Background: an optimization exercise with open tools, aiming at small area, a short achievable clock period and few clock cycles. Do not read the settings as production practice.
RTL that was checked went through simulation tests only; none was proved equivalent to the original.
Power and IR drop assume default switching activity.

==> inputs of v29 <==
// systematic_resampler
module systematic_resampler #(
    parameter int MAX_PARTICLES = 64,
    parameter int WEIGHT_BITS   = 16,
    parameter int OFFSET_BITS   = 16
) (
    input  logic                                       i_clk,
    input  logic                                       i_rst_n,
    input  logic                                       s_axis_tvalid,
    output logic                                       s_axis_tready,
    input  logic [((WEIGHT_BITS+OFFSET_BITS+7)/8)*8-1:0] s_axis_tdata,
    input  logic                                       s_axis_tlast,
    output logic                                       m_axis_tvalid,
    input  logic                                       m_axis_tready,
    output logic [rsmp_pkg::OUT_DW-1:0]                m_axis_tdata,
    output logic                                       m_axis_tlast,
    output logic                                       m_axis_tuser
);
clock: 8.0 ns
lec_check: 0
abc_clock_period_in_ps: 2500
cap_margin: 20
core_margin: 2
core_utilization: 60
setup_slack_margin: 5
slew_margin: 20
tns_end_percent: 100
run.sh (not shown) runs the stock make flow with config.mk's settings and CLKGATE_MAP_FILE= SYNTH_SCRIPT=/design/flow/synth_recipe.tcl, a recipe that flattens the netlist after the stock synthesis.
==> inputs of v5, as changes to v29 <==
--- a/flow/design.v
+++ b/flow/design.v
@@ -73,12 +73,13 @@
     logic        q0v, q1v;
     logic [6:0]  q0n, q1n;
     logic [21:0] q0T, q1T;
     logic [15:0] q0r, q1r;
     logic        q0z, q1z;
     logic        m_busy, m_done;
+    logic [1:0]  m_cnt;
     logic [21:0] m_acc;
     logic        m_st;
     logic        pf_sel;
     logic [6:0]  pf_idx;
     logic        pf_par;
     logic        r1_v;
@@ -216,48 +217,51 @@
         end
     end
     logic        m_tgt;          
     logic        m_tv, m_tz;
     logic [21:0] m_T;
     logic [15:0] m_r;
-    logic [2:0]  m_cnt;
-    logic [23:0] m_sum;
+    logic [3:0]  m_nib;
+    logic [25:0] m_sum;
     logic        m_take;         
     assign m_tgt = w_busy;
     assign m_tv  = m_tgt ? q1v : q0v;
     assign m_tz  = m_tgt ? q1z : q0z;
-    assign m_sum = 24'(m_acc) + (m_r[0] ? 24'(m_T) : 24'd0)
-                 + (m_r[1] ? {1'b0, m_T, 1'b0} : 24'd0);
+    assign m_T   = m_tgt ? q1T : q0T;
+    assign m_r   = m_tgt ? q1r : q0r;
+    always_comb begin
+        case (m_cnt)
+            2'd0: m_nib = m_r[3:0];
+            2'd1: m_nib = m_r[7:4];
+            2'd2: m_nib = m_r[11:8];
+            default: m_nib = m_r[15:12];
+        endcase
+    end
+    assign m_sum = 26'(m_acc) + 26'(m_T) * 26'(m_nib);
     always_ff @(posedge i_clk) begin
         if (!i_rst_n) begin
             m_busy <= 1'b0;
             m_done <= 1'b0;
         end else begin
             if (m_busy) begin
-                m_cnt <= m_cnt + 3'd1;
-                if (m_cnt == 3'd7) begin
+                m_acc <= m_sum[25:4];
+                m_st  <= m_st || (m_sum[3:0] != 4'd0);
+                m_cnt <= m_cnt + 2'd1;
+                if (m_cnt == 2'd3) begin
                     m_busy <= 1'b0;
                     m_done <= 1'b1;
                 end
             end else if (m_take) begin
                 m_done <= 1'b0;
             end else if (!m_done && m_tv && !m_tz) begin
                 m_busy <= 1'b1;
+                m_cnt  <= 2'd0;
+                m_acc  <= '0;
+                m_st   <= 1'b0;
             end
         end
-        if (m_busy) begin
-            m_acc <= m_sum[23:2];
-            m_st  <= m_st || (m_sum[1:0] != 2'd0);
-            m_r   <= m_r >> 2;
-        end else if (!m_done) begin
-            m_cnt <= 3'd0;
-            m_acc <= '0;
-            m_st  <= 1'b0;
-            m_T   <= m_tgt ? q1T : q0T;
-            m_r   <= m_tgt ? q1r : q0r;
-        end
     end
     logic        head_ok;
     logic        adv;
     logic signed [22:0] s1, s2, s3, a_d;
     logic        emit_c;
     logic        emit;
==> impl_metrics.csv <==
group,metric,value,unit
critical_path,critPathRequiredTime,8.49,ns
drt,via_count,36920,
synthesis,number_of_synthesized_register_bits,1420,
critical_path,critical_path_cell_count,19,
clock_network,cts.repair_timing.setup_buffer_count,173,
timing,slew_headroom,27.83,%
outcome,outcome,"no timing/DRC/antenna violations",
cells_and_area,clock_network_area_share,5.969,%
power_and_ir_drop,total_switching_power,5.306,mW
grt,global_route.usage.total,29.84,%
cells_and_area,multi_input_area_share,30.57,%
# the run above: v29

==> impl_metrics.csv <==
group,metric,value,unit
clock_network,cts.repair_timing.setup_buffer_count,184,
cells_and_area,clock_network_area_share,6.359,%
drt,via_count,37530,
grt,global_route.usage.total,31.20,%
cells_and_area,multi_input_area_share,32.15,%
drt,highest-signal-layer,"met5",
synthesis,number_of_synthesized_register_bits,1381,
floorplanning,placementRows,119,
timing,timing.final.setup_violations,0,
timing,top_achievable_clock_speed,0.1808,GHz
synthesis,syn_avg_cell_area,15.84,um^2
power_and_ir_drop,total_switching_power,5.044,mW
timing,slew_headroom,24.36,%
synthesis,synth_top_cells_by_count,"edfxtp_1, mux4_2, nor2_1",
outcome,outcome,"no timing/DRC/antenna violations",
timing,tightest_slew,1.133,ns
# the run above: v5

Testbench counts of v5, summed over its fixed seeds: cycles 9,660.
No functional check of the RTL was part of v29.

==> inputs of violet <==
Another version of the RTL of systematic_resampler (not shown whole).
export LEC_CHECK = 0
export CAP_MARGIN = 20
export CORE_MARGIN = 2
export CORE_UTILIZATION = 50
export SETUP_SLACK_MARGIN = 5
export SLEW_MARGIN = 20
export TNS_END_PERCENT = 100
create_clock -name core_clock -period 8.0 [get_ports {i_clk}]
==> inputs of amber, as changes to violet <==
--- a/flow/design.v
+++ b/flow/design.v
@@ -66,10 +66,11 @@
     logic [15:0] q0r, q1r;
     logic        q0z, q1z;
     logic        m_busy, m_done;
     logic [2:0]  m_cnt;
     logic        m_fc;           
+    logic [22:0] m_D;            
     logic [21:0] m_T;            
     logic [15:0] m_r;
     logic [3:0]  m_lx, m_ly;     
     logic [3:0]  m_dig;          
     logic [3:0]  m_nxt;          
@@ -105,10 +106,26 @@
     logic [5:0]  o_i, k_i;
     logic        o_l, k_l;
     logic        o_u, k_u;
     logic        retire;
     assign retire = w_fin;
+    function automatic logic [22:0] ksadd(input logic [22:0] a, input logic [22:0] b,
+                                          input logic ci);
+        logic [22:0] g, p, gg, pp;
+        g  = a & b;
+        p  = a ^ b;
+        gg = g;
+        pp = p;
+        gg[0] = g[0] | (p[0] & ci);
+        for (int sh = 1; sh < 23; sh = sh * 2) begin
+            for (int i = 22; i >= sh; i--) begin
+                gg[i] = gg[i] | (pp[i] & gg[i-sh]);
+                pp[i] = pp[i] & pp[i-sh];
+            end
+        end
+        ksadd = p ^ {gg[21:0], ci};
+    endfunction
     assign fire_now      = s_axis_tvalid && r_tready;
     assign s_axis_tready = r_tready;
     always_ff @(posedge i_clk) begin
         in_fire <= i_rst_n && fire_now;
         in_w    <= s_axis_tdata[15:0];
@@ -127,11 +144,13 @@
     logic        job_z;
     logic        q_room;         
     logic        hold_next;
     assign store  = in_fire && !f_cnt[6];
     assign n_new  = f_cnt + 7'(store);
-    assign T_new  = f_T + (store ? 22'(in_w) : 22'd0);
+    logic [22:0] T_sum;
+    assign T_sum  = ksadd({1'b0, f_T}, {7'd0, store ? in_w : 16'd0}, 1'b0);
+    assign T_new  = T_sum[21:0];
     assign nz_new = f_nz || (store && (in_w != 16'd0));
     assign q_room = !q1v || retire;
     always_comb begin
         job_in = 1'b0;
         job_n  = n_new;
@@ -266,33 +285,42 @@
     assign m_y2  = {(m_p1[28:0] & m_p2[28:0]) | (m_p1[28:0] & m_p3[28:0]) | (m_p2[28:0] & m_p3[28:0]), 1'b0};
     assign m_x3  = m_x1 ^ m_y1 ^ m_x2;
     assign m_y3  = {(m_x1[28:0] & m_y1[28:0]) | (m_x1[28:0] & m_x2[28:0]) | (m_y1[28:0] & m_x2[28:0]), 1'b0};
     assign m_x4  = m_x3 ^ m_y3 ^ m_y2;
     assign m_y4  = {(m_x3[28:0] & m_y3[28:0]) | (m_x3[28:0] & m_y2[28:0]) | (m_y3[28:0] & m_y2[28:0]), m_lc};
+    logic [22:0] di_a, di_b, di_x, di_y;
+    logic        di_st;
+    assign di_st   = m_st;
+    assign di_a    = ~m_S[22:0];
+    assign di_b    = ~m_C[22:0];
+    assign di_x    = di_a ^ di_b ^ 23'(!di_st);
+    assign di_y    = {(di_a[21:0] & di_b[21:0]) | ((di_a[21:0] ^ di_b[21:0]) & 22'(!di_st)), !m_fc};
     assign land0   = retire ? !q1v : !q0v;
     assign m_early = job_in && !job_z && !m_busy && !m_done
                   && ((land0 && !w_busy) || (!land0 && w_busy));
     always_ff @(posedge i_clk) begin
         if (!i_rst_n) begin
             m_busy <= 1'b0;
             m_done <= 1'b0;
         end else begin
             if (m_busy) begin
                 m_cnt <= m_cnt + 3'd1;
-                if (m_cnt[2]) begin
+                if (m_cnt == 3'd5) begin
                     m_busy <= 1'b0;
                     m_done <= 1'b1;
                 end
             end else if (m_take) begin
                 m_done <= 1'b0;
             end else if (!m_done && ((m_tv && !m_tz) || m_early)) begin
                 m_busy <= 1'b1;
             end
         end
-        if (m_busy && m_cnt[2]) begin
+        if (m_busy && (m_cnt == 3'd4)) begin
             m_fc  <= m_lc;
             m_st  <= m_st || (m_low[3:0] != 4'd0);
+        end else if (m_busy && (m_cnt == 3'd5)) begin
+            m_D   <= ksadd(di_x, di_y, 1'b0);
         end else if (m_busy) begin
             m_S   <= m_x4[29:4];
             m_C   <= m_y4[29:4];
             m_lx  <= m_x4[3:0];
             m_ly  <= m_y4[3:0];
@@ -331,24 +359,19 @@
     assign out_ok  = !k_v;
     assign head_ok = e0v && (e0p == w_par);
     assign adv     = w_busy && (w_first || w_d[22]) && head_ok;
     assign nw      = {1'b0, e0w};
     assign nT      = ~{1'b0, q0T};
-    assign s1      = w_d + nw;
-    assign s2      = w_d + e0t;
-    assign s3      = w_d + nT + 23'd1;
+    assign s1      = ksadd(w_d, nw, 1'b0);
+    assign s2      = ksadd(w_d, e0t, 1'b0);
+    assign s3      = ksadd(w_d, nT, 1'b1);
     assign emit_c  = adv ? !s1[22] : (!w_d[22] && !w_first);
     assign emit    = w_busy && emit_c && out_ok;
     assign w_last  = (7'(w_s) + 7'd1) == q0n;
     assign j_new   = adv ? e0i : w_j;
     assign zemit   = !w_busy && !w_fin && q0v && q0z && out_ok;
-    logic [22:0] di_a, di_b, di_x, di_y;
-    assign di_a    = ~m_S[22:0];
-    assign di_b    = ~m_C[22:0];
-    assign di_x    = di_a ^ di_b ^ 23'(!m_st);
-    assign di_y    = {(di_a[21:0] & di_b[21:0]) | ((di_a[21:0] ^ di_b[21:0]) & 22'(!m_st)), !m_fc};
-    assign d_init  = di_x + di_y;
+    assign d_init  = m_D;
     assign start_q0 = !w_busy && !w_fin && q0v && !q0z && m_done;
     assign start_q1 = w_fin && q1v && !q1z && m_done;
     assign start   = start_q0 || start_q1;
     assign m_take  = start;
     always_ff @(posedge i_clk) begin
@@ -444,11 +467,11 @@
     assign bs1 = br0 ^ br1 ^ br2;
     assign bc1 = {(br0[21:0] & br1[21:0]) | (br0[21:0] & br2[21:0]) | (br1[21:0] & br2[21:0]), 1'b0};
     assign bs2 = bs1 ^ bc1 ^ br3;
     assign bc2 = {(bs1[21:0] & bc1[21:0]) | (bs1[21:0] & br3[21:0]) | (bc1[21:0] & br3[21:0]), 1'b0};
     assign r2_nw  = 22'(r2_S + r2_C);
-    assign e1_nwT = {1'b0, e1w} + {1'b1, ~(e1q1 ? q1T : q0T)} + 23'd1;
+    assign e1_nwT = ksadd({1'b0, e1w}, {1'b1, ~(e1q1 ? q1T : q0T)}, 1'b1);
     always_ff @(posedge i_clk) begin
         if (!i_rst_n) begin
             pf_ptr  <= '0;
             pf_base <= '0;
             pf_idx  <= '0;
SETUP_SLACK_MARGIN = 4.5   (was 5)
==> inputs of ember, as changes to violet <==
--- a/flow/design.v
+++ b/flow/design.v
@@ -66,16 +66,17 @@
     logic [15:0] q0r, q1r;
     logic        q0z, q1z;
     logic        m_busy, m_done;
     logic [2:0]  m_cnt;
     logic        m_fc;           
+    logic [22:0] m_D;            
     logic [21:0] m_T;            
     logic [15:0] m_r;
     logic [3:0]  m_lx, m_ly;     
     logic [3:0]  m_dig;          
     logic [3:0]  m_nxt;          
-    logic [25:0] m_S, m_C;       
+    logic [22:0] m_S, m_C;       
     logic        m_st;           
     logic        pf_sel;
     logic [6:0]  pf_idx;
     logic [6:0]  pf_base;        
     logic        pf_par;
@@ -105,10 +106,26 @@
     logic [5:0]  o_i, k_i;
     logic        o_l, k_l;
     logic        o_u, k_u;
     logic        retire;
     assign retire = w_fin;
+    function automatic logic [22:0] ksadd(input logic [22:0] a, input logic [22:0] b,
+                                          input logic ci);
+        logic [22:0] g, p, gg, pp;
+        g  = a & b;
+        p  = a ^ b;
+        gg = g;
+        pp = p;
+        gg[0] = g[0] | (p[0] & ci);
+        for (int sh = 1; sh < 23; sh = sh * 2) begin
+            for (int i = 22; i >= sh; i--) begin
+                gg[i] = gg[i] | (pp[i] & gg[i-sh]);
+                pp[i] = pp[i] & pp[i-sh];
+            end
+        end
+        ksadd = p ^ {gg[21:0], ci};
+    endfunction
     assign fire_now      = s_axis_tvalid && r_tready;
     assign s_axis_tready = r_tready;
     always_ff @(posedge i_clk) begin
         in_fire <= i_rst_n && fire_now;
         in_w    <= s_axis_tdata[15:0];
@@ -127,11 +144,13 @@
     logic        job_z;
     logic        q_room;         
     logic        hold_next;
     assign store  = in_fire && !f_cnt[6];
     assign n_new  = f_cnt + 7'(store);
-    assign T_new  = f_T + (store ? 22'(in_w) : 22'd0);
+    logic [22:0] T_sum;
+    assign T_sum  = ksadd({1'b0, f_T}, {7'd0, store ? in_w : 16'd0}, 1'b0);
+    assign T_new  = T_sum[21:0];
     assign nz_new = f_nz || (store && (in_w != 16'd0));
     assign q_room = !q1v || retire;
     always_comb begin
         job_in = 1'b0;
         job_n  = n_new;
@@ -241,10 +260,11 @@
     logic        m_early;        
     logic        land0;          
     assign m_tgt = w_busy || w_fin;
     assign m_tv  = m_tgt ? q1v : q0v;
     assign m_tz  = m_tgt ? q1z : q0z;
+    assign m_T   = m_tgt ? q1T : q0T;
     assign m_r   = m_tgt ? q1r : q0r;
     always_comb begin
         case (m_cnt[1:0])
             2'd0: m_nxt = m_r[7:4];
             2'd1: m_nxt = m_r[11:8];
@@ -266,36 +286,45 @@
     assign m_y2  = {(m_p1[28:0] & m_p2[28:0]) | (m_p1[28:0] & m_p3[28:0]) | (m_p2[28:0] & m_p3[28:0]), 1'b0};
     assign m_x3  = m_x1 ^ m_y1 ^ m_x2;
     assign m_y3  = {(m_x1[28:0] & m_y1[28:0]) | (m_x1[28:0] & m_x2[28:0]) | (m_y1[28:0] & m_x2[28:0]), 1'b0};
     assign m_x4  = m_x3 ^ m_y3 ^ m_y2;
     assign m_y4  = {(m_x3[28:0] & m_y3[28:0]) | (m_x3[28:0] & m_y2[28:0]) | (m_y3[28:0] & m_y2[28:0]), m_lc};
+    logic [22:0] di_a, di_b, di_x, di_y;
+    logic        di_st;
+    assign di_st   = m_st;
+    assign di_a    = ~m_S[22:0];
+    assign di_b    = ~m_C[22:0];
+    assign di_x    = di_a ^ di_b ^ 23'(!di_st);
+    assign di_y    = {(di_a[21:0] & di_b[21:0]) | ((di_a[21:0] ^ di_b[21:0]) & 22'(!di_st)), !m_fc};
     assign land0   = retire ? !q1v : !q0v;
     assign m_early = job_in && !job_z && !m_busy && !m_done
                   && ((land0 && !w_busy) || (!land0 && w_busy));
     always_ff @(posedge i_clk) begin
         if (!i_rst_n) begin
             m_busy <= 1'b0;
             m_done <= 1'b0;
         end else begin
             if (m_busy) begin
                 m_cnt <= m_cnt + 3'd1;
-                if (m_cnt[2]) begin
+                if (m_cnt == 3'd5) begin
                     m_busy <= 1'b0;
                     m_done <= 1'b1;
                 end
             end else if (m_take) begin
                 m_done <= 1'b0;
             end else if (!m_done && ((m_tv && !m_tz) || m_early)) begin
                 m_busy <= 1'b1;
             end
         end
-        if (m_busy && m_cnt[2]) begin
+        if (m_busy && (m_cnt == 3'd4)) begin
             m_fc  <= m_lc;
             m_st  <= m_st || (m_low[3:0] != 4'd0);
+        end else if (m_busy && (m_cnt == 3'd5)) begin
+            m_D   <= ksadd(di_x, di_y, 1'b0);
         end else if (m_busy) begin
-            m_S   <= m_x4[29:4];
-            m_C   <= m_y4[29:4];
+            m_S   <= m_x4[26:4];
+            m_C   <= m_y4[26:4];
             m_lx  <= m_x4[3:0];
             m_ly  <= m_y4[3:0];
             m_st  <= m_st || (m_low[3:0] != 4'd0);
             m_dig <= m_nxt;
         end else if (!m_done) begin
@@ -303,17 +332,11 @@
             m_S   <= '0;
             m_C   <= '0;
             m_lx  <= '0;
             m_ly  <= '0;
             m_st  <= 1'b0;
-            if (m_tv && !m_tz) begin
-                m_dig <= m_r[3:0];
-                m_T   <= m_tgt ? q1T : q0T;
-            end else begin
-                m_dig <= in_r[3:0];
-                m_T   <= job_T;
-            end
+            m_dig <= (m_tv && !m_tz) ? m_r[3:0] : in_r[3:0];
         end
     end
     logic        head_ok;
     logic        adv;
     logic [22:0] nw, nT;
@@ -331,24 +354,19 @@
     assign out_ok  = !k_v;
     assign head_ok = e0v && (e0p == w_par);
     assign adv     = w_busy && (w_first || w_d[22]) && head_ok;
     assign nw      = {1'b0, e0w};
     assign nT      = ~{1'b0, q0T};
-    assign s1      = w_d + nw;
-    assign s2      = w_d + e0t;
-    assign s3      = w_d + nT + 23'd1;
+    assign s1      = ksadd(w_d, nw, 1'b0);
+    assign s2      = ksadd(w_d, e0t, 1'b0);
+    assign s3      = ksadd(w_d, nT, 1'b1);
     assign emit_c  = adv ? !s1[22] : (!w_d[22] && !w_first);
     assign emit    = w_busy && emit_c && out_ok;
     assign w_last  = (7'(w_s) + 7'd1) == q0n;
     assign j_new   = adv ? e0i : w_j;
     assign zemit   = !w_busy && !w_fin && q0v && q0z && out_ok;
-    logic [22:0] di_a, di_b, di_x, di_y;
-    assign di_a    = ~m_S[22:0];
-    assign di_b    = ~m_C[22:0];
-    assign di_x    = di_a ^ di_b ^ 23'(!m_st);
-    assign di_y    = {(di_a[21:0] & di_b[21:0]) | ((di_a[21:0] ^ di_b[21:0]) & 22'(!m_st)), !m_fc};
-    assign d_init  = di_x + di_y;
+    assign d_init  = m_D;
     assign start_q0 = !w_busy && !w_fin && q0v && !q0z && m_done;
     assign start_q1 = w_fin && q1v && !q1z && m_done;
     assign start   = start_q0 || start_q1;
     assign m_take  = start;
     always_ff @(posedge i_clk) begin
@@ -444,11 +462,11 @@
     assign bs1 = br0 ^ br1 ^ br2;
     assign bc1 = {(br0[21:0] & br1[21:0]) | (br0[21:0] & br2[21:0]) | (br1[21:0] & br2[21:0]), 1'b0};
     assign bs2 = bs1 ^ bc1 ^ br3;
     assign bc2 = {(bs1[21:0] & bc1[21:0]) | (bs1[21:0] & br3[21:0]) | (bc1[21:0] & br3[21:0]), 1'b0};
     assign r2_nw  = 22'(r2_S + r2_C);
-    assign e1_nwT = {1'b0, e1w} + {1'b1, ~(e1q1 ? q1T : q0T)} + 23'd1;
+    assign e1_nwT = ksadd({1'b0, e1w}, {1'b1, ~(e1q1 ? q1T : q0T)}, 1'b1);
     always_ff @(posedge i_clk) begin
         if (!i_rst_n) begin
             pf_ptr  <= '0;
             pf_base <= '0;
             pf_idx  <= '0;
SETUP_SLACK_MARGIN = 4.5   (was 5)
==> run notes <==
violet ran to the end with no violations. amber completed with no timing, DRC or antenna violations. ember completed without violations.
Sequential power is about the same in violet and ember.
Synthesized area: amber > violet > ember.
Of ember and amber, amber has the higher critical path depth (gap 12).
Combinational power, highest first: ember, violet, amber.
Final cell count, highest first: violet, amber, ember.
Worst hold slack: ember < amber < violet.
Of ember and violet, ember has the higher flip-flop and latch count (gap 1).
The highest power belongs to ember, the lowest to amber.
==> figures <==
|  | amber | violet | ember |
|---|---|---|---|
| Largest stage delay on the critical path | 430 ps | 430 ps | 580 ps |
| Path length in cells of the critical path | 13 | 13 | 1 |
| Clock-cell share of area | 6.40% | 6.53% | 6.72% |
| Outcome | no timing/DRC/antenna violations | no timing/DRC/antenna violations | no timing/DRC/antenna violations |
| Inserted Clock Buffers | 162 | 162 | 163 |
| Share of cell area taken by muxes after synthesis | 12.1% | 12.3% | 12.5% |
| Clk_buf instances | 203 | 208 | 223 |
| Endpoint, Worst Hold | e1i[2] | e1i[0] | e1i[2] |
| Timing-limited maximum frequency | 283 MHz | 277 MHz | 291 MHz |
| Final clock skew | 54.5 ps | 57.5 ps | 60.7 ps |
| Initial core utilization | 50.5% | 50.2% | 50.2% |
| Layout overhead on the synthesized area | 12.6% | 16.7% | 13.5% |
| Highest fanout seen on the critical path | 5 | 4 | 1 |
| GR met3 Demand/Resource | 2.99% | 3.53% | 3.35% |
| EDFF count, synth | 1,431 | 1,408 | 1,409 |
| Cell area after technology mapping | 71,600 sq um | 70,800 sq um | 70,700 sq um |
| End of the worst register-to-register path | w_d[18] | w_d[22] | m_S[16] |
| Layout cell share with drive strength beyond 1 | 18.2% | 22.9% | 19.5% |
Testbench counts of violet, summed over its fixed seeds: cycles 9,161.
Testbench counts of amber, summed over its fixed seeds: cycles 9,208.
Testbench counts of ember, summed over its fixed seeds: cycles 9,208.

==> afterwards: timing with drivers on the ports <==
Ports are ideal in the flow. The routed layouts listed here were re-timed in OpenROAD. Step 1 sets driving cells, clkbuf_16 on the clock port and buf_2 on the other inputs (assumed; they add their load-dependent delay and slew). Step 2 adds t to the input delays and takes it off the output delays; t is the mean of the earliest and latest rising clock arrival at the registers after step 1. Input paths then give back, and output paths get back, about the clock's delay inside the block. a / b / c = ideal ports / drivers / drivers and shift; a / b = the first two.
run	t, ns	setup slack, ns	slew at the worst register clock pin (ns)	worst data-port slew with drivers (ns)
v29	0.819	3.042 / 3.042 / 3.042	0.07 / 0.07	0.05
v5	0.829	2.469 / 2.469 / 2.469	0.07 / 0.07	0.05
violet	0.865	4.393 / 4.393 / 4.354	0.06 / 0.06	0.04
amber	0.856	4.461 / 4.461 / 4.218	0.06 / 0.06	0.05
ember	0.852	4.567 / 4.481 / 3.910	0.07 / 0.07	0.09
After both steps setup and hold are still met in every run listed. For ember, which loses most, drivers alone change the setup slack by -0.086 ns; drivers and shift together by -0.657 ns.
